This design comes from an exercise in tuning for small area on the open sky130 flow, not from production work.
Only simulation tests tie the RTL to the original design; equivalence was not proved.
Power figures rest on the tool's default switching activity, not on a simulated workload.

==> indigo <==
==> flow/design.v <==
package sram_pkg;
   typedef enum logic {
      LIMPIAR,
      ACTIVO
   } estado_e;
   localparam int unsigned MODO_LEER_PRIMERO     = 0;
   localparam int unsigned MODO_ESCRIBIR_PRIMERO = 1;
   function automatic int unsigned ancho_indice(input int unsigned n);
      ancho_indice = (n > 1) ? $clog2(n) : 1;
   endfunction
endpackage
module sram_limpieza
#(
   parameter int unsigned PROFUNDIDAD = 256,
   parameter int unsigned AW          = 8
) (
   input  logic          clk,
   input  logic          rst,
   output logic [AW-1:0] dir_limpieza,
   output logic          limpiando,
   output logic          listo
);
   sram_pkg::estado_e       estado_q, estado_d;
   logic [AW-1:0] cnt_q, cnt_d;
   always_comb begin
      estado_d = estado_q;
      cnt_d    = cnt_q;
      if (estado_q == sram_pkg::LIMPIAR) begin
         if (cnt_q == AW'(PROFUNDIDAD - 1)) begin
            estado_d = sram_pkg::ACTIVO;
            cnt_d    = '0;
         end else begin
            cnt_d = cnt_q + AW'(1);
         end
      end
   end
   always_ff @(posedge clk) begin
      if (rst) begin
         estado_q <= sram_pkg::LIMPIAR;
         cnt_q    <= '0;
      end else begin
         estado_q <= estado_d;
         cnt_q    <= cnt_d;
      end
   end
   assign dir_limpieza = cnt_q;
   assign limpiando    = (estado_q == sram_pkg::LIMPIAR);
   assign listo        = (estado_q == sram_pkg::ACTIVO);
endmodule
module sram_param
#(
   parameter int unsigned               ANCHO_DATO  = 8,
   parameter int unsigned               ANCHO_DIR   = 8,
   parameter int unsigned               PROFUNDIDAD = 2 ** ANCHO_DIR,
   parameter int unsigned               MODO_RW     = 0,
   parameter logic [ANCHO_DATO-1:0]     VALOR_INI   = '0
) (
   input  logic                  Clk,
   input  logic                  Rst,
   input  logic [ANCHO_DIR-1:0]  Dir,
   input  logic [ANCHO_DATO-1:0] Dato_e,
   input  logic                  We,
   input  logic                  En,
   output logic [ANCHO_DATO-1:0] Dato_s,
   output logic                  Valido,
   output logic                  Listo,
   output logic                  Err
);
   localparam int unsigned AW = sram_pkg::ancho_indice(PROFUNDIDAD);
   logic [ANCHO_DATO-1:0] mem [PROFUNDIDAD];
   logic [AW-1:0]         dir_limpieza;
   logic                  limpiando;
   logic                  listo;
   logic [AW-1:0]         dir_idx;
   logic                  en_rango;
   logic [ANCHO_DATO-1:0] palabra;
   logic                  mem_we;
   logic [AW-1:0]         mem_idx;
   logic [ANCHO_DATO-1:0] mem_wdata;
   logic [ANCHO_DATO-1:0] dato_q;
   logic                  valido_q;
   logic                  err_q;
   sram_limpieza #(
      .PROFUNDIDAD (PROFUNDIDAD),
      .AW          (AW)
   ) u_limpieza (
      .clk          (Clk),
      .rst          (Rst),
      .dir_limpieza (dir_limpieza),
      .limpiando    (limpiando),
      .listo        (listo)
   );
   assign dir_idx  = Dir[AW-1:0];
   assign en_rango = (32'(Dir) < PROFUNDIDAD);
   assign palabra  = mem[dir_idx];
   always_comb begin
      mem_we    = 1'b0;
      mem_idx   = dir_idx;
      mem_wdata = Dato_e;
      if (!Rst) begin
         if (limpiando) begin
            mem_we    = 1'b1;
            mem_idx   = dir_limpieza;
            mem_wdata = VALOR_INI;
         end else if (En && We && en_rango) begin
            mem_we = 1'b1;
         end
      end
   end
   always_ff @(posedge Clk) begin
      if (mem_we) begin
         mem[mem_idx] <= mem_wdata;
      end
   end
   always_ff @(posedge Clk) begin
      if (Rst) begin
         dato_q   <= '0;
         valido_q <= 1'b0;
         err_q    <= 1'b0;
      end else begin
         valido_q <= 1'b0;
         err_q    <= 1'b0;
         if (listo && En) begin
            if (en_rango) begin
               valido_q <= 1'b1;
               if (We && (MODO_RW == sram_pkg::MODO_ESCRIBIR_PRIMERO)) begin
                  dato_q <= Dato_e;
               end else begin
                  dato_q <= palabra;
               end
            end else begin
               dato_q <= VALOR_INI;
               err_q  <= 1'b1;
            end
         end
      end
   end
   assign Dato_s = dato_q;
   assign Valido = valido_q;
   assign Listo  = listo;
   assign Err    = err_q;
endmodule
==> flow/run.sh <==
#!/bin/bash
# synth_recipe.tcl (not shown) runs the flow's synth.tcl, then flattens the netlist and writes it again
# the make line also repeats each setting of config.mk as NAME=value (left out here)
make -C /OpenROAD-flow-scripts/flow DESIGN_CONFIG=/design/flow/config.mk WORK_HOME=/design/flow/orfs CLKGATE_MAP_FILE= SYNTH_SCRIPT=/design/flow/synth_recipe.tcl finish
==> flow/config.mk <==
export PLATFORM = sky130hd
export DESIGN_NAME = sram_param
export DESIGN_NICKNAME = sram_param
export VERILOG_FILES = /design/flow/design.v
export SDC_FILE = /design/flow/constraint.sdc
export NUM_CORES = 4
export LEC_CHECK = 0
export CAP_MARGIN = 20
export CORE_MARGIN = 2
export CORE_UTILIZATION = 40
export SLEW_MARGIN = 20
==> flow/constraint.sdc <==
create_clock -name core_clock -period 8.0 [get_ports {Clk}]
set_input_delay 1.6000 -clock core_clock [delete_from_list [all_inputs] [get_ports {Clk}]]
set_output_delay 1.6000 -clock core_clock [all_outputs]
set_load 0.01 [all_outputs]
==> cedar: changes against indigo <==
==> flow/design.v (replaced) <==
package sram_pkg;
   typedef enum logic {
      LIMPIAR,
      ACTIVO
   } estado_e;
   localparam int unsigned MODO_LEER_PRIMERO     = 0;
   localparam int unsigned MODO_ESCRIBIR_PRIMERO = 1;
   function automatic int unsigned ancho_indice(input int unsigned n);
      ancho_indice = (n > 1) ? $clog2(n) : 1;
   endfunction
endpackage
module sram_limpieza
#(
   parameter int unsigned PROFUNDIDAD = 256,
   parameter int unsigned AW          = 8
) (
   input  logic          clk,
   input  logic          rst,
   output logic          listo
);
   logic [AW-1:0] cnt_q;
   logic          listo_q;
   always_ff @(posedge clk) begin
      if (rst) begin
         cnt_q   <= '0;
         listo_q <= 1'b0;
      end else begin
         cnt_q <= cnt_q + AW'(1);
         if (cnt_q == AW'(PROFUNDIDAD - 1)) listo_q <= 1'b1;
      end
   end
   assign listo = listo_q;
endmodule
module sram_celda (
   input  logic clk,
   input  logic sel,
   input  logic seln,
   input  logic d,
   output logic q
);
   always_ff @(posedge clk) begin
      q <= ~((sel | q) & (seln | d));
   end
endmodule
module sram_fila (
   input  logic a,
   input  logic an,
   input  logic b,
   input  logic bn,
   output logic sel,
   output logic seln
);
   assign sel  = ~(an | bn);
   assign seln = ~(a & b);
endmodule
module sram_par (
   input  logic seln0,
   input  logic q0,
   input  logic seln1,
   input  logic q1,
   output logic y
);
   assign y = ~((seln0 | q0) & (seln1 | q1));
endmodule
module sram_or #(
   parameter int unsigned N = 128
) (
   input  logic [N-1:0] y,
   output logic         o
);
   assign o = |y;
endmodule
module sram_param
#(
   parameter int unsigned               ANCHO_DATO  = 8,
   parameter int unsigned               ANCHO_DIR   = 8,
   parameter int unsigned               PROFUNDIDAD = 2 ** ANCHO_DIR,
   parameter int unsigned               MODO_RW     = 0,
   parameter logic [ANCHO_DATO-1:0]     VALOR_INI   = '0
) (
   input  logic                  Clk,
   input  logic                  Rst,
   input  logic [ANCHO_DIR-1:0]  Dir,
   input  logic [ANCHO_DATO-1:0] Dato_e,
   input  logic                  We,
   input  logic                  En,
   output logic [ANCHO_DATO-1:0] Dato_s,
   output logic                  Valido,
   output logic                  Listo,
   output logic                  Err
);
   localparam int unsigned AW = sram_pkg::ancho_indice(PROFUNDIDAD);
   localparam int unsigned DW = ANCHO_DATO;
   localparam int unsigned AL = (AW + 1) / 2;       
   localparam int unsigned AH = AW - AL;            
   localparam int unsigned NL = 2 ** AL;
   localparam int unsigned NH = 2 ** AH;
   localparam int unsigned NP = (PROFUNDIDAD + 1) / 2;
   logic                   listo;
   logic                   limpiando;
   logic                   en_rango;
   logic                   fase_q;
   logic [NL-1:0]          pa, pan;
   logic [NH-1:0]          pb, pbn;
   logic [PROFUNDIDAD-1:0] sel, seln;
   logic [DW-1:0]          mem_q [PROFUNDIDAD];
   logic [NP-1:0]          term [DW];
   logic [DW-1:0]          leido_n;
   logic [DW-1:0]          leido;
   logic                   escribe;
   logic [DW-1:0]          nuevo;
   logic [DW-1:0]          d_col;
   logic [DW-1:0]          dato_q;
   logic                   valido_q;
   logic                   err_q;
   sram_limpieza #(
      .PROFUNDIDAD (PROFUNDIDAD),
      .AW          (AW)
   ) u_limpieza (
      .clk   (Clk),
      .rst   (Rst),
      .listo (listo)
   );
   assign limpiando = ~listo;
   assign en_rango  = (32'(Dir) < PROFUNDIDAD);
   always_ff @(posedge Clk) begin
      fase_q <= ~fase_q & ~Rst;
   end
   always_comb begin
      for (int j = 0; j < NL; j++) begin
         pa[j]  = limpiando | (Dir[AL-1:0] == AL'(j));
         pan[j] = ~pa[j];
      end
      for (int k = 0; k < NH; k++) begin
         if (AH == 0) pb[k] = 1'b1;
         else         pb[k] = limpiando | (en_rango && (Dir[AW-1:AL] == (AW-AL)'(k)));
         pbn[k] = ~pb[k];
      end
   end
   for (genvar w = 0; w < PROFUNDIDAD; w++) begin : g_pal
      sram_fila u_fila (
         .a    (pa[w % NL]),
         .an   (pan[w % NL]),
         .b    (pb[w / NL]),
         .bn   (pbn[w / NL]),
         .sel  (sel[w]),
         .seln (seln[w])
      );
      for (genvar b = 0; b < DW; b++) begin : g_bit
         sram_celda u_celda (
            .clk  (Clk),
            .sel  (sel[w]),
            .seln (seln[w]),
            .d    (d_col[b]),
            .q    (mem_q[w][b])
         );
      end
   end
   for (genvar b = 0; b < DW; b++) begin : g_lee
      for (genvar p = 0; p < NP; p++) begin : g_par
         if (2 * p + 1 < PROFUNDIDAD) begin : g_dos
            sram_par u_par (
               .seln0 (seln[2*p]),
               .q0    (mem_q[2*p][b]),
               .seln1 (seln[2*p+1]),
               .q1    (mem_q[2*p+1][b]),
               .y     (term[b][p])
            );
         end else begin : g_uno
            assign term[b][p] = ~(seln[2*p] | mem_q[2*p][b]);
         end
      end
      sram_or #(.N(NP)) u_or (
         .y (term[b]),
         .o (leido_n[b])
      );
   end
   assign leido = ~leido_n ^ {DW{fase_q}};
   assign escribe = limpiando | (En & We & en_rango);
   assign nuevo   = limpiando ? VALOR_INI : Dato_e;
   assign d_col   = escribe ? (nuevo ^ {DW{fase_q}}) : ~leido_n;
   always_ff @(posedge Clk) begin
      if (Rst) begin
         dato_q   <= '0;
         valido_q <= 1'b0;
         err_q    <= 1'b0;
      end else begin
         valido_q <= 1'b0;
         err_q    <= 1'b0;
         if (listo && En) begin
            if (en_rango) begin
               valido_q <= 1'b1;
               if (We && (MODO_RW == sram_pkg::MODO_ESCRIBIR_PRIMERO)) begin
                  dato_q <= Dato_e;
               end else begin
                  dato_q <= leido;
               end
            end else begin
               dato_q <= VALOR_INI;
               err_q  <= 1'b1;
            end
         end
      end
   end
   assign Dato_s = dato_q;
   assign Valido = valido_q;
   assign Listo  = listo;
   assign Err    = err_q;
endmodule
Settings changed: SYNTH_HIERARCHICAL set to 1.
==> qor summary <==
metric                                                                                  indigo                            cedar
Result of the run                                                               finished clean                   finished clean
Fraction of layout instances using a drive strength above 1                              0.175                           0.0854
Met1 track demand over resource in global routing                                        0.282                            0.361
Pin count of the biggest net entering global routing                                       173                               85
Total number of yosys warnings                                                               2                               11
Worst-skew pair later-pin latency                                                      0.85 ns                          0.83 ns
FF-to-FF Start                                                  u_limpieza.estado_q$_SDFF_PP0_  u_limpieza.listo_q$_SDFFE_PP0N_
Fraction of standard cell area in multi-input logic                                      0.194                            0.312
Count of buffer and inverter cells on the critical path                                      3                                6
Switching part of the total                                                              0.219                            0.230
TritonCTS Sinks                                                                          2,066                            2,067
Longest individual stage delay on the worst path                                       1.03 ns                          0.78 ns
Flip-flop cell with the highest count after synthesis                sky130_fd_sc_hd__edfxtp_1         sky130_fd_sc_hd__dfxtp_1
Leakage power total                                                                    28.3 nW                          28.9 nW
Depth of the worst hold-timing path                                                          2                                1
Final cell count without fillers                                                         6,967                            8,955
Post-placement cell count                                                                6,592                            8,578
Synthesis-to-layout area growth                                                          11.2%                            18.3%
Logic gate share of total power                                                          0.047                            0.059
Portion of the post-synthesis area used by sequential elements                           0.762                            0.629
Synth top area share                                                                     0.758                            0.629
Final net count                                                                          4,144                            6,631
Global-route usage over all layers                                                       0.200                            0.265

[port drivers added, routing unchanged]
The results above use ideal ports. As a check the final layouts listed here were re-extracted and re-timed, cells and wires unchanged. Step 1 sets driving cells, clkbuf_16 on the clock port and buf_2 on the other inputs (assumed; they add their load-dependent delay and slew). Step 2 moves the port delays by t, midway between the first and last clock arrival at a register: inputs arrive t later, outputs are due t later. That takes back most of the time a late clock gives input paths. Slacks: ideal / step 1 / step 2; pairs: ideal / step 1.
| run | t, ns | setup WS [ns] | worst setup path after step 2 |
|---|---|---|---|
| indigo | 0.913 | 2.710 / 2.777 / 1.864 | input to register |
| cedar | 0.898 | 0.747 / 0.804 / -0.094 | input to register |
With both steps, setup timing fails in cedar, where it was met with ideal ports. For indigo, which loses most, drivers alone change the setup slack by +0.067 ns; drivers and shift together by -0.846 ns.
